What follows belongs to an exercise in optimizing a design on an open flow for small area; a production flow would make more cautious choices.
Power and IR drop assume default switching activity.

==> flow/design.v <==
module grahzm_core #(
   parameter int WIDTH = 8,
   parameter int RAM_DEPTH = 256,
   parameter int PC_WIDTH = 8
) (
   input  logic                clk,
   input  logic                rst,
   output logic [PC_WIDTH-1:0] prog_addr,
   input  logic [7:0]          prog_data,
   input  logic [WIDTH-1:0]    in_data,
   input  logic                in_valid,
   output logic                in_ready,
   output logic [WIDTH-1:0]    out_data,
   output logic                out_valid,
   input  logic                out_ready,
   output logic                stall
);
   logic [7:0] pc_q, pc_d;
   logic [7:0] r0_q, r1_q, r2_q, r3_q, r4_q, r5_q;
   logic [7:0] r0_d, r1_d, r2_d, r3_d, r4_d, r5_d;
   logic [7:0] out_data_q, out_data_d;
   logic out_valid_q, out_valid_d;
   logic [2047:0] ram_q;
   logic [1:0] cls;
   logic [2:0] src, dst, op;
   logic is_copy, need_in, need_out, blocked, go, ram_we, zero, neg, base, taken;
   logic [7:0] src_val, reg_val, alu, rdata, wcol;
   logic [15:0] hi, lo;
   logic [255:0] wstb, nwstb;
   logic [15:0] nlo;
   logic [15:0] lo_we;
   assign cls = prog_data[7:6];
   assign src = prog_data[5:3];
   assign dst = prog_data[2:0];
   assign op = prog_data[2:0];
   always_comb begin
      for (int i = 0; i < 16; i++) begin
         hi[i] = r4_q[7:4] == 4'(i);
         lo[i] = r4_q[3:0] == 4'(i);
         lo_we[i] = lo[i] & ram_we;
      end
      nlo = ~lo;
      for (int k = 0; k < 256; k++) begin
         wstb[k] = hi[k / 16] & lo_we[k % 16];
         nwstb[k] = ~(hi[k / 16] & lo_we[k % 16]);
      end
   end
   for (genvar b = 0; b < 8; b++) begin : g_rd
      logic [15:0] rz;
      for (genvar i = 0; i < 16; i++) begin : g_row
         logic [7:0] pz;
         for (genvar g = 0; g < 8; g++) begin : g_pair
            grahzm_rd2 u_rd (.q({ram_q[(i*16+2*g+1)*8+b], ram_q[(i*16+2*g)*8+b]}),
                             .nsel(nlo[2*g+1:2*g]), .z(pz[g]));
         end
         assign rz[i] = hi[i] & |pz;
      end
      assign rdata[b] = ~|rz;
   end
   for (genvar k = 0; k < 256; k++) begin : g_word
      grahzm_ram_word u_word (.clk(clk), .wstb(wstb[k]), .nwstb(nwstb[k]), .wd(wcol), .q(ram_q[k*8+7:k*8]));
   end
   always_comb begin
      case (src)
         3'd0: reg_val = r0_q;
         3'd1: reg_val = r1_q;
         3'd2: reg_val = r2_q;
         3'd3: reg_val = r3_q;
         3'd4: reg_val = r4_q;
         default: reg_val = r5_q;
      endcase
   end
   always_comb begin
      is_copy = cls == 2'b10;
      need_in = is_copy && src == 3'd7;
      need_out = is_copy && dst == 3'd7;
      blocked = (need_in && !in_valid) || (need_out && out_valid_q && !out_ready);
      go = !rst && !blocked;
      ram_we = go && is_copy && dst == 3'd6 && src != 3'd6;
      src_val = src == 3'd7 ? in_data : src == 3'd6 ? rdata : reg_val;
      wcol = src == 3'd7 ? in_data : reg_val;
   end
   always_comb begin
      alu = '0;
      case (op)
         3'd0: alu = r1_q | r2_q;
         3'd1: alu = ~(r1_q & r2_q);
         3'd2: alu = ~(r1_q | r2_q);
         3'd3: alu = r1_q & r2_q;
         3'd4: alu = r1_q + r2_q;
         3'd5: alu = r1_q - r2_q;
         3'd6: alu = r1_q ^ r2_q;
         default: alu = r1_q << 1;
      endcase
   end
   always_comb begin
      zero = r3_q == '0;
      neg = r3_q[7];
      base = op[1:0] == 2'd0 ? 1'b0 : op[1:0] == 2'd1 ? zero : op[1:0] == 2'd2 ? neg : zero | neg;
      taken = base ^ op[2];
   end
   always_comb begin
      pc_d = pc_q;
      r0_d = r0_q;
      r1_d = r1_q;
      r2_d = r2_q;
      r3_d = r3_q;
      r4_d = r4_q;
      r5_d = r5_q;
      out_data_d = out_data_q;
      out_valid_d = out_valid_q && !out_ready;
      if (go) begin
         pc_d = (cls == 2'b11 && taken) ? r0_q : pc_q + 1'b1;
         if (cls == 2'b00) r0_d = 8'(prog_data[5:0]);
         if (cls == 2'b01) r3_d = alu;
         if (is_copy) begin
            case (dst)
               3'd0: r0_d = src_val;
               3'd1: r1_d = src_val;
               3'd2: r2_d = src_val;
               3'd3: r3_d = src_val;
               3'd4: r4_d = src_val;
               3'd5: r5_d = src_val;
               default: ;
            endcase
         end
         if (need_out) begin
            out_data_d = src_val;
            out_valid_d = 1'b1;
         end
      end
   end
   assign prog_addr = rst ? '0 : pc_q;
   assign stall = !rst && blocked;
   assign in_ready = !rst && need_in && !blocked;
   assign out_data = out_data_q;
   assign out_valid = out_valid_q;
   always_ff @(posedge clk) begin
      if (rst) begin
         pc_q <= '0;
         r0_q <= '0;
         r1_q <= '0;
         r2_q <= '0;
         r3_q <= '0;
         r4_q <= '0;
         r5_q <= '0;
         out_data_q <= '0;
         out_valid_q <= 1'b0;
      end else begin
         pc_q <= pc_d;
         r0_q <= r0_d;
         r1_q <= r1_d;
         r2_q <= r2_d;
         r3_q <= r3_d;
         r4_q <= r4_d;
         r5_q <= r5_d;
         out_data_q <= out_data_d;
         out_valid_q <= out_valid_d;
      end
   end
endmodule
module grahzm_ram_word (
   input  logic       clk,
   input  logic       wstb,
   input  logic       nwstb,
   input  logic [7:0] wd,
   output logic [7:0] q
);
   always_ff @(posedge clk) q <= (q | {8{wstb}}) & ({8{nwstb}} | wd);
endmodule
module grahzm_rd2 (
   input  logic [1:0] q,
   input  logic [1:0] nsel,
   output logic       z
);
   assign z = ~&(q | nsel);
endmodule
clock: 5.5 ns
lec_check: 0
cap_margin: 20
core_margin: 2
core_utilization: 40
cts_cluster_diameter: 100
cts_cluster_size: 28
slew_margin: 20
synth_hierarchical: 1
run.sh (not shown) runs the stock make flow with config.mk's settings and CLKGATE_MAP_FILE= SYNTH_SCRIPT=/design/flow/synth_recipe.tcl, a recipe that flattens the netlist after the stock synthesis.
The first run finished clean.
==> next run, changes <==
--- a/flow/design.v
+++ b/flow/design.v
@@ -23,42 +23,36 @@
    logic [2047:0] ram_q;
    logic [1:0] cls;
    logic [2:0] src, dst, op;
    logic is_copy, need_in, need_out, blocked, go, ram_we, zero, neg, base, taken;
    logic [7:0] src_val, reg_val, alu, rdata, wcol;
    logic [15:0] hi, lo;
-   logic [255:0] wstb, nwstb;
-   logic [15:0] nlo;
+   logic [255:0] nsel, wstb, nwstb;
    logic [15:0] lo_we;
    assign cls = prog_data[7:6];
    assign src = prog_data[5:3];
    assign dst = prog_data[2:0];
    assign op = prog_data[2:0];
    always_comb begin
       for (int i = 0; i < 16; i++) begin
          hi[i] = r4_q[7:4] == 4'(i);
          lo[i] = r4_q[3:0] == 4'(i);
          lo_we[i] = lo[i] & ram_we;
       end
-      nlo = ~lo;
       for (int k = 0; k < 256; k++) begin
+         nsel[k] = ~(hi[k / 16] & lo[k % 16]);
          wstb[k] = hi[k / 16] & lo_we[k % 16];
          nwstb[k] = ~(hi[k / 16] & lo_we[k % 16]);
       end
    end
    for (genvar b = 0; b < 8; b++) begin : g_rd
-      logic [15:0] rz;
-      for (genvar i = 0; i < 16; i++) begin : g_row
-         logic [7:0] pz;
-         for (genvar g = 0; g < 8; g++) begin : g_pair
-            grahzm_rd2 u_rd (.q({ram_q[(i*16+2*g+1)*8+b], ram_q[(i*16+2*g)*8+b]}),
-                             .nsel(nlo[2*g+1:2*g]), .z(pz[g]));
-         end
-         assign rz[i] = hi[i] & |pz;
+      logic [127:0] pz;
+      for (genvar g = 0; g < 128; g++) begin : g_pair
+         grahzm_rd2 u_rd (.q({ram_q[(2*g+1)*8+b], ram_q[(2*g)*8+b]}), .nsel(nsel[2*g+1:2*g]), .z(pz[g]));
       end
-      assign rdata[b] = ~|rz;
+      assign rdata[b] = ~|pz;
    end
    for (genvar k = 0; k < 256; k++) begin : g_word
       grahzm_ram_word u_word (.clk(clk), .wstb(wstb[k]), .nwstb(nwstb[k]), .wd(wcol), .q(ram_q[k*8+7:k*8]));
    end
    always_comb begin
       case (src)
Outcome: The new run ran to the end with violations: negative setup slack. Global-route usage grows by 0.69 points. Hold slack is about the same. Register-to-register slack loses 190 ps. Wire length grows by 2.8%. Cell area stays flat. Sequential cell count does not change. Total power hardly moves. Non-clock buffer count shrinks by 41. Clock-buffer cell count grows by 5. Synthesized area grows by 0.44%. Cell count grows by about 1.2%. Worst setup slack loses 190 ps. Via count hardly moves.
No functional check of the RTL was part of any run of this note.

-- separate check: timing with driven ports --
How much do the figures lean on ideal ports? The routed layouts below were timed once more, with nothing changed but the port constraints. Step 1, drivers: a clkbuf_16 drives clk and a buf_2 each remaining input, both assumed. Step 2, shift: input delay + t, output delay - t, t = (earliest + latest rising clock arrival at the registers) / 2. This alone moves slack from input paths to output paths. a / b / c = ideal / step 1 / step 2; a / b = the first two.
| run | t (ns) | setup WS [ns] | hold slack, ns | clock arrival spread, ns | worst slew at a driven data input, ns |
|---|---|---|---|---|---|
| the first run | 0.867 | 0.172 / 0.172 / 0.172 | 0.482 / 0.482 / 0.482 | 0.054 / 0.055 | 0.05 |
| the second run | 0.847 | -0.019 / -0.019 / -0.019 | 0.479 / 0.479 / 0.479 | 0.053 / 0.052 | 0.04 |
